From an optimization exercise on the open Yosys and OpenROAD flow, aimed at a short achievable clock period and few clock cycles; shortcuts taken in it are not production practice.
Only simulation tests tie the RTL to the original design; equivalence was not proved.
Power is estimated from default activity; no workload was simulated.

## the baseline
## dcache
module dcache (
    input  logic         clk_i,
    input  logic         rst_i,
    input  logic         p_strobe_i,
    input  logic         p_rw_i,
    input  logic [3:0]   p_byte_en_i,
    input  logic [31:0]  p_addr_i,
    input  logic [31:0]  p_wdata_i,
    output logic         p_ready_o,
    output logic [31:0]  p_rdata_o,
    output logic         m_strobe_o,
    output logic         m_rw_o,
    output logic [31:0]  m_addr_o,
    output logic [127:0] m_data_o,
    input  logic         m_ready_i,
    input  logic [127:0] m_data_i
);
    logic [7:0][127:0] line0_q, line1_q;
    logic [7:0][24:0]  tag0_q, tag1_q;
    logic [7:0]        val0_q, val1_q;
    logic [7:0]        dty0_q, dty1_q;            
    logic [127:0] fill_q;
    always_ff @(posedge clk_i)
        fill_q <= m_data_i;
    logic idle_q;                                 
    logic ready_q;
    logic mstb_q;
    logic mrw_q;
    logic        req_rw_q;
    logic [3:0]  req_be_q;
    logic [31:2] req_addr_q;
    logic [31:0] req_wdata_q;
    logic        first_q;                         
    logic        uslot_q;                         
    logic [7:0]   usel_q;                         
    logic [15:0]  umask_q;                        
    logic [127:0] wb_line_q;
    logic [24:0]  wb_tag_q;
    logic [2:0]   lk_idx;
    logic [1:0]   lk_off;
    logic [24:0]  lk_tag;
    logic         hit0, hit1, hit;
    logic         vdirty;
    logic [31:0]  word0, word1;
    assign lk_idx = p_addr_i[6:4];
    assign lk_off = p_addr_i[3:2];
    assign lk_tag = p_addr_i[31:7];
    logic [1:0]  hit0_h, hit1_h;                 
    logic [31:0] rd_word;
    tag_match u_match (
        .tag_i  (lk_tag),
        .idx_i  (lk_idx),
        .tag0_i (tag0_q),
        .tag1_i (tag1_q),
        .val0_i (val0_q),
        .val1_i (val1_q),
        .hit0_o (hit0_h),
        .hit1_o (hit1_h)
    );
    for (genvar k = 0; k < 4; k++)
    begin : g_pick
        word_pick #(.W(8)) u_pick (
            .hit1_i   (hit1_h),
            .word1_i  (word1[k*8 +: 8]),
            .other_i  (word0[k*8 +: 8]),
            .word_o   (rd_word[k*8 +: 8])
        );
    end
    assign hit0     = |hit0_h;
    assign hit1     = |hit1_h;
    assign hit      = hit0 || hit1;
    assign vdirty   = dty1_q[lk_idx];
    word_sel u_words (
        .lookup_i (idle_q),
  ...
Size: roughly 9,900 cells after synthesis, roughly 3,000 flip-flops, about 400 I/O pins, ~140,000 um^2 of cells after synthesis.
export LEC_CHECK = 0
export CAP_MARGIN = 20
export CORE_MARGIN = 2
export CORE_UTILIZATION = 60
export CTS_CLUSTER_DIAMETER = 80
export CTS_CLUSTER_SIZE = 20
export PLACE_DENSITY = 0.7
export SLEW_MARGIN = 20
export SYNTH_HIERARCHICAL = 1
create_clock -name core_clock -period 12.0 [get_ports {clk_i}]
standard.sh (not shown) runs the stock make flow with config.mk's settings and CLKGATE_MAP_FILE= SYNTH_SCRIPT=/design/flow/synth_recipe.tcl, a recipe that flattens the netlist after the stock synthesis.
==> flow/flow/run.sh <==
#!/bin/bash
set -euo pipefail
MARGIN=$(cat flow/setup_margin.txt)
bash standard.sh SETUP_SLACK_MARGIN="$MARGIN" finish > standard_make.log 2>&1
==> flow/flow/setup_margin.txt <==
8.5
Testbench counts of the baseline, summed over its fixed seeds: cycles 140,813.
Modified inputs, the candidate compared to the baseline
- CORE_UTILIZATION: 60 -> 50
- PLACE_DENSITY: 0.7 -> 0.6
==> flow/flow/run.sh <==
#!/bin/bash
set -euo pipefail
MARGIN=$(cat flow/setup_margin.txt)
R=orfs/results/sky130hd/dcache/base
bash standard.sh SETUP_SLACK_MARGIN="$MARGIN" place > standard_place.log 2>&1
ODB_IN=$R/3_place.odb ODB_OUT=$R/3_place.odb openroad -no_init -exit flow/move_outbufs.tcl > move_outbufs.log 2>&1
bash standard.sh SETUP_SLACK_MARGIN="$MARGIN" finish > standard_finish.log 2>&1
==> flow/flow/move_outbufs.tcl (new file) <==
# Move each output port's buffer next to the flip-flop that drives it, so the
# flip-flop drives a short wire and the buffer drives the long one to the pin.
read_db $::env(ODB_IN)
set block [ord::get_db_block]
set moved 0
foreach bterm [$block getBTerms] {
  if {[$bterm getIoType] != "OUTPUT"} { continue }
  set net [$bterm getNet]
  if {$net == "NULL"} { continue }
  set buf ""
  foreach it [$net getITerms] { if {[$it isOutputSignal]} { set buf [$it getInst] } }
  if {$buf == ""} { continue }
  if {![string match "*buf*" [[$buf getMaster] getName]]} { continue }
  set innet ""
  foreach it [$buf getITerms] { if {[$it isInputSignal]} { set innet [$it getNet] } }
  if {$innet == "" || $innet == "NULL"} { continue }
  set drv ""
  set nload 0
  foreach it [$innet getITerms] {
    if {[$it isOutputSignal]} { set drv [$it getInst] } else { incr nload }
  }
  if {$drv == "" || $nload != 1} { continue }
  if {![string match "*__df*" [[$drv getMaster] getName]]} { continue }
  set loc [$drv getLocation]
  $buf setLocation [lindex $loc 0] [lindex $loc 1]
  incr moved
}
puts "moved $moved output buffers"
detailed_placement
check_placement -verbose
write_db $::env(ODB_OUT)
==> summary.txt <==
Cell count (the candidate vs. the baseline) increases by a few percent
Global-route usage: lower on the candidate
Power share of the sequential group in the candidate is 0.9 points below the baseline.
Compared with the baseline, in the candidate die area rose by 20%, multi-input gate area in the final layout flat, number of antenna violations at the first check in global routing went down by 4, number of pins exceeding their max-slew limit in the final report stayed essentially flat.


the previous run:
Another version of the RTL of dcache (not shown whole).
Size: about 140000 sq um of cells after synthesis.
export LEC_CHECK = 0
export CAP_MARGIN = 20
export CORE_MARGIN = 2
export CORE_UTILIZATION = 60
export CTS_CLUSTER_DIAMETER = 80
export CTS_CLUSTER_SIZE = 20
export PLACE_DENSITY = 0.7
export SLEW_MARGIN = 20
export SYNTH_HIERARCHICAL = 1
create_clock -name core_clock -period 12.0 [get_ports {clk_i}]
==> flow/flow/run.sh <==
#!/bin/bash
set -euo pipefail
MARGIN=$(cat flow/setup_margin.txt)
R=orfs/results/sky130hd/dcache/base
bash standard.sh SETUP_SLACK_MARGIN="$MARGIN" place > standard_place.log 2>&1
ODB_IN=$R/3_place.odb ODB_OUT=$R/3_place.odb openroad -no_init -exit flow/move_outbufs.tcl > move_outbufs.log 2>&1
bash standard.sh SETUP_SLACK_MARGIN="$MARGIN" finish > standard_finish.log 2>&1
==> flow/flow/move_outbufs.tcl <==
# Move each output port's buffer next to the flip-flop that drives it, so the
# flip-flop drives a short wire and the buffer drives the long one to the pin.
read_db $::env(ODB_IN)
set block [ord::get_db_block]
set moved 0
foreach bterm [$block getBTerms] {
  if {[$bterm getIoType] != "OUTPUT"} { continue }
  set net [$bterm getNet]
  if {$net == "NULL"} { continue }
  set buf ""
  foreach it [$net getITerms] { if {[$it isOutputSignal]} { set buf [$it getInst] } }
  if {$buf == ""} { continue }
  if {![string match "*buf*" [[$buf getMaster] getName]]} { continue }
  set innet ""
  foreach it [$buf getITerms] { if {[$it isInputSignal]} { set innet [$it getNet] } }
  if {$innet == "" || $innet == "NULL"} { continue }
  set drv ""
  set nload 0
  foreach it [$innet getITerms] {
    if {[$it isOutputSignal]} { set drv [$it getInst] } else { incr nload }
  }
  if {$drv == "" || $nload != 1} { continue }
  if {![string match "*__df*" [[$drv getMaster] getName]]} { continue }
  set loc [$drv getLocation]
  $buf setLocation [lindex $loc 0] [lindex $loc 1]
  incr moved
}
puts "moved $moved output buffers"
detailed_placement
check_placement -verbose
write_db $::env(ODB_OUT)
Scripts as last shown in full above: flow/flow/setup_margin.txt
Every stage of the flow completed for the previous run, and the final layout passed the timing, DRC and antenna checks.
Testbench counts of the previous run, summed over its fixed seeds: cycles 140,813.
For the current run, these inputs were changed with respect to the previous run:
# the previous run
export LEC_CHECK = 0
export CAP_MARGIN = 20
export CORE_MARGIN = 2
export CORE_UTILIZATION = 60
export CTS_CLUSTER_DIAMETER = 80
export CTS_CLUSTER_SIZE = 20
export PLACE_DENSITY = 0.7
export SLEW_MARGIN = 20
export SYNTH_HIERARCHICAL = 1
create_clock -name core_clock -period 12.0 [get_ports {clk_i}]
# the current run
export LEC_CHECK = 0
export CAP_MARGIN = 20
export CORE_MARGIN = 2
export CORE_UTILIZATION = 50
export CTS_CLUSTER_DIAMETER = 80
export CTS_CLUSTER_SIZE = 20
export PLACE_DENSITY = 0.6
export SLEW_MARGIN = 20
export SYNTH_HIERARCHICAL = 1
create_clock -name core_clock -period 12.0 [get_ports {clk_i}]
Notes after the runs:
The current run vs. the previous run: maximum fanout encountered on the critical timing path went up by 6, critical path depth went down by 1. Core utilization: the current run lower than the previous run. Relative to the previous run, number of optimization iterations in the first detailed-route pass has decreased by 6 in the current run. The placement row count reported for the current run is greater than that of the previous run by 17. The current run vs the previous run — clock skew rose 0.034 ns. On number of sinks driven by the clock tree, the previous run and the current run are neck and neck. Lower ratio of final minimum period to clock period goes to the current run over the previous run.

-- re-timing with driven ports --
The flow's constraints put no driver on any port. The routed layouts listed below were extracted and timed again, unchanged, in two steps. Step 1 assumes that a clkbuf_16 drives the clock port and a buf_2 every other input. Step 2 times the ports against the registers' clock, not the clock port: input delays grow and output delays shrink by t, the midpoint of the rising clock arrivals with the driver on. Three values: ideal, step 1, step 2; two values: the first two.
run | t, ns | setup WS [ns] | worst setup path after step 2 | worst register clock-pin slew, ns | cell pins on the clock port's net
the baseline | 1.008 | 7.742 / 7.489 / 6.481 | input to register | 0.10 / 0.10 | 1
the candidate | 1.014 | 8.072 / 7.818 / 6.804 | input to register | 0.10 / 0.10 | 1
the previous run | 1.017 | 8.054 / 7.761 / 6.744 | input to register | 0.10 / 0.10 | 1
the current run | 1.014 | 8.154 / 7.932 / 6.918 | input to register | 0.10 / 0.10 | 1
After both steps setup and hold are still met in every run listed. For the previous run, which loses most, drivers alone change the setup slack by -0.293 ns; drivers and shift together by -1.310 ns.
